Source: an optimization exercise on an open RTL-to-GDS flow (aim: small area). Production flows keep margins and buffers that such runs may drop.
Function was checked by simulation only, so behaviour that the tests miss may differ from the original.
Power is estimated from default activity; no workload was simulated.

## run 1
## processor
module processor (
    input  logic        clock,
    input  logic        rst_n,
    output logic [31:0] address_imem,
    input  logic [31:0] q_imem,
    output logic [31:0] address_dmem,
    output logic [31:0] data,
    output logic        wren,
    input  logic [31:0] q_dmem,
    output logic        ctrl_writeEnable,
    output logic [4:0]  ctrl_writeReg,
    output logic [4:0]  ctrl_readRegA,
    output logic [4:0]  ctrl_readRegB,
    output logic [31:0] data_writeReg,
    input  logic [31:0] data_readRegA,
    input  logic [31:0] data_readRegB
);
For scale: roughly 940 cells after synthesis, ~110 flip-flops, roughly 8800 sq um of cells after synthesis.
clock: 10.0 ns
lec_check: 0
cap_margin: 20
core_margin: 2
core_utilization: 75
cts_buf_list: sky130_fd_sc_hd__clkbuf_8
place_density: 0.85
slew_margin: 20
standard.sh (not shown) runs the stock make flow with config.mk's settings and CLKGATE_MAP_FILE= SYNTH_SCRIPT=/design/flow/synth_recipe.tcl, a recipe that flattens the netlist after the stock synthesis.
==> flow/flow/run.sh <==
#!/bin/bash
# Standard ORFS layout, except that the port buffers use the smallest buffer cell.
set -euo pipefail
export BUFFER_PORTS_ARGS="-buffer_cell sky130_fd_sc_hd__buf_1"
bash standard.sh "BUFFER_PORTS_ARGS=$BUFFER_PORTS_ARGS" finish > layout.log 2>&1
Modified inputs, run 2 compared to run 1
- swapping 75 for 60 in CORE_UTILIZATION
- swapping 0.85 for 0.7 in PLACE_DENSITY
- clearing CTS_BUF_LIST, which used to be sky130_fd_sc_hd__clkbuf_8
==> run notes <==
Cell area of run 2 exceeds that of run 1 slightly.
Run comparison: run 1 standard cell with the maximum stage delay on the critical path a21o_1; run 2 standard cell with the maximum stage delay on the critical path nor4_1
Run 2 — sequential share of layout area 0.42 points lower, run 1 as reference
Uppermost signal routing layer after detailed routing = met5: run 2; uppermost signal routing layer after detailed routing = met4: run 1
Going from run 1 to run 2, final routed DRC violation total held, core utilization now sits lower, worst setup slack went up 0.067 ns.
Between run 1 and run 2, the clock-pin slew of the registers on the worst-case setup and hold paths is lower for run 2.
Diff run 1 -> run 2 | met3 capacity usage during global routing | decrease of 5.8 points
## Diff of input files: run 3 against run 2
==> flow/flow/run.sh <==
#!/bin/bash
# Standard ORFS layout with two changes: ABC maps the logic with an area script
# (flow/area.abc), and the port buffers use the smallest buffer cell.
# Each tool's output goes to a log file in this folder.
set -euo pipefail
here=$(pwd)
# the standard synthesis script, with abc's -script replaced
cat > "$here/synth_area.tcl" <<EOF
proc abc {args} {
    set i [lsearch -exact \$args -script]
    if {\$i >= 0} {
        lset args [expr {\$i + 1}] {$here/flow/area.abc}
    }
    yosys abc {*}\$args
}
source {$here/synth_recipe.tcl}
EOF
export BUFFER_PORTS_ARGS="-buffer_cell sky130_fd_sc_hd__buf_1"
bash standard.sh "SYNTH_SCRIPT=$here/synth_area.tcl" synth > synth.log 2>&1
bash standard.sh "BUFFER_PORTS_ARGS=$BUFFER_PORTS_ARGS" finish > layout.log 2>&1
==> flow/flow/area.abc (new file) <==
strash
dch
amap
topo
Results
- The flow did not stop early for run 3: all stages ran, and the layout cleared the timing, DRC and antenna checks.
- The clock latency of the later-clocked register in the worst-skew pair on run 2 is in line with that on run 3.
- Worst hold-check slack is higher on run 2
- On multi-input logic portion of the cell area, the higher figure sits with run 2, not run 3.
- Run 2 and run 3 ended up with nearly the same sequential standard cell area.
- Re met2 track demand over resource in global routing: run 2 and run 3 aren't equal, and the lower value belongs to run 2.
- Synthesized netlist cell count, run 2 and run 3, higher one = run 3.

---

processor, a different RTL version from the one above (not shown whole).
Size in the first run: roughly 110 flip-flops, about 280 I/O pins, about 7700 µm² of cells after synthesis.
Settings: LEC_CHECK=0, CAP_MARGIN=0, CORE_MARGIN=2, CORE_UTILIZATION=70, CTS_BUF_LIST=sky130_fd_sc_hd__clkbuf_8, PLACE_DENSITY=0.8, SLEW_MARGIN=0; clock period 10.0 ns.
==> flow/flow/run.sh <==
#!/bin/bash
# Standard ORFS layout with three changes: ABC maps the logic with flow/area.abc,
# the port buffers use the smallest buffer cell, and clock tree synthesis adds
# no dummy loads. Each tool's output goes to a log file in this folder.
set -euo pipefail
here=$(pwd)
# the standard synthesis script, with abc's -script replaced
cat > "$here/synth_area.tcl" <<EOF
proc abc {args} {
    set i [lsearch -exact \$args -script]
    if {\$i >= 0} {
        lset args [expr {\$i + 1}] {$here/flow/area.abc}
    }
    yosys abc {*}\$args
}
source {$here/synth_recipe.tcl}
EOF
export BUFFER_PORTS_ARGS="-buffer_cell sky130_fd_sc_hd__buf_1"
export CTS_ARGS="-sink_clustering_enable -repair_clock_nets -buf_list sky130_fd_sc_hd__clkbuf_8 -dont_use_dummy_load"
bash standard.sh "SYNTH_SCRIPT=$here/synth_area.tcl" synth > synth.log 2>&1
bash standard.sh "BUFFER_PORTS_ARGS=$BUFFER_PORTS_ARGS" "CTS_ARGS=$CTS_ARGS" RECOVER_POWER=100 finish > layout.log 2>&1
==> flow/flow/area.abc <==
strash
&get -n
&st
&dch -f
&nf -R 1000
&put
strash
&get -n
&st
&dch -f
&nf -R 1000
&put
topo
The first run produced a clean layout.
==> next run, changes <==
--- a/flow/flow/run.sh
+++ b/flow/flow/run.sh
@@ -21 +21 @@
-bash standard.sh "BUFFER_PORTS_ARGS=$BUFFER_PORTS_ARGS" "CTS_ARGS=$CTS_ARGS" RECOVER_POWER=100 finish > layout.log 2>&1
+bash standard.sh "BUFFER_PORTS_ARGS=$BUFFER_PORTS_ARGS" "CTS_ARGS=$CTS_ARGS" finish > layout.log 2>&1
==> flow/flow/area.abc (replaced) <==
strash
&get -n
&st
&dch -f
&nf -R 1000
&put
topo
Total power increases by 0.39%.
Cell count goes down by 1.3%.
Wire length shrinks by 1.9%.
Setup slack is better by 0.88 ns.
Synthesized area came out higher by 0.32%.
Critical path depth rose by 3.
Die area came out higher by about 0.3%.
Design area hardly moves.
Global-route usage fell by 0.34 points.
Fmax went up by 10%.
==> next run, changes <==
--- a/flow/config.mk
+++ b/flow/config.mk
@@ -11,0 +12 @@
+export GPL_TIMING_DRIVEN = 0
Non-clock buffer count went up by 40.
Utilization went up by 4.0 points.
Cell count went up by a few percent.
Area after synthesis stays the same.
Count of clock-buffer cells in the layout does not change.
Routed wire length went down slightly.

## separate check: timing with driven ports
How much do the figures lean on ideal ports? The routed layouts below were timed once more, with nothing changed but the port constraints.
Step 1 assumes that a clkbuf_16 drives the clock port and a buf_2 every other input.
Step 2 adds t to the input delays and takes it off the output delays; t is the mean of the earliest and latest rising clock arrival at the registers after step 1. Input paths then give back, and output paths get back, about the clock's delay inside the block.
Slacks: ideal ports / drivers / drivers and shift; pairs: ideal ports / drivers.
run | shift t [ns] | setup slack, ns | worst hold slack (ns) | worst slew at a driven data input, ns
run 1 | 0.443 | 1.837 / 1.845 / 1.402 | 0.606 / 0.606 / 0.606 | 0.05
run 2 | 0.403 | 1.904 / 1.928 / 1.525 | 0.595 / 0.595 / 0.595 | 0.05
run 3 | 0.403 | 1.036 / 1.059 / 0.656 | 0.531 / 0.531 / 0.531 | 0.06
the first run of note 2 | 0.424 | 0.400 / 0.414 / -0.010 | 0.550 / 0.550 / 0.550 | 0.04
the second run of note 2 | 0.416 | 1.281 / 1.300 / 0.884 | 0.561 / 0.561 / 0.561 | 0.08
the third run of note 2 | 0.420 | 0.792 / 0.809 / 0.388 | 0.562 / 0.562 / 0.562 | 0.10
Met with ideal ports but missed after step 2: setup timing in the first run of note 2. The setup slack of run 1, which loses most, moves by +0.008 ns with the drivers and by -0.435 ns with both steps.
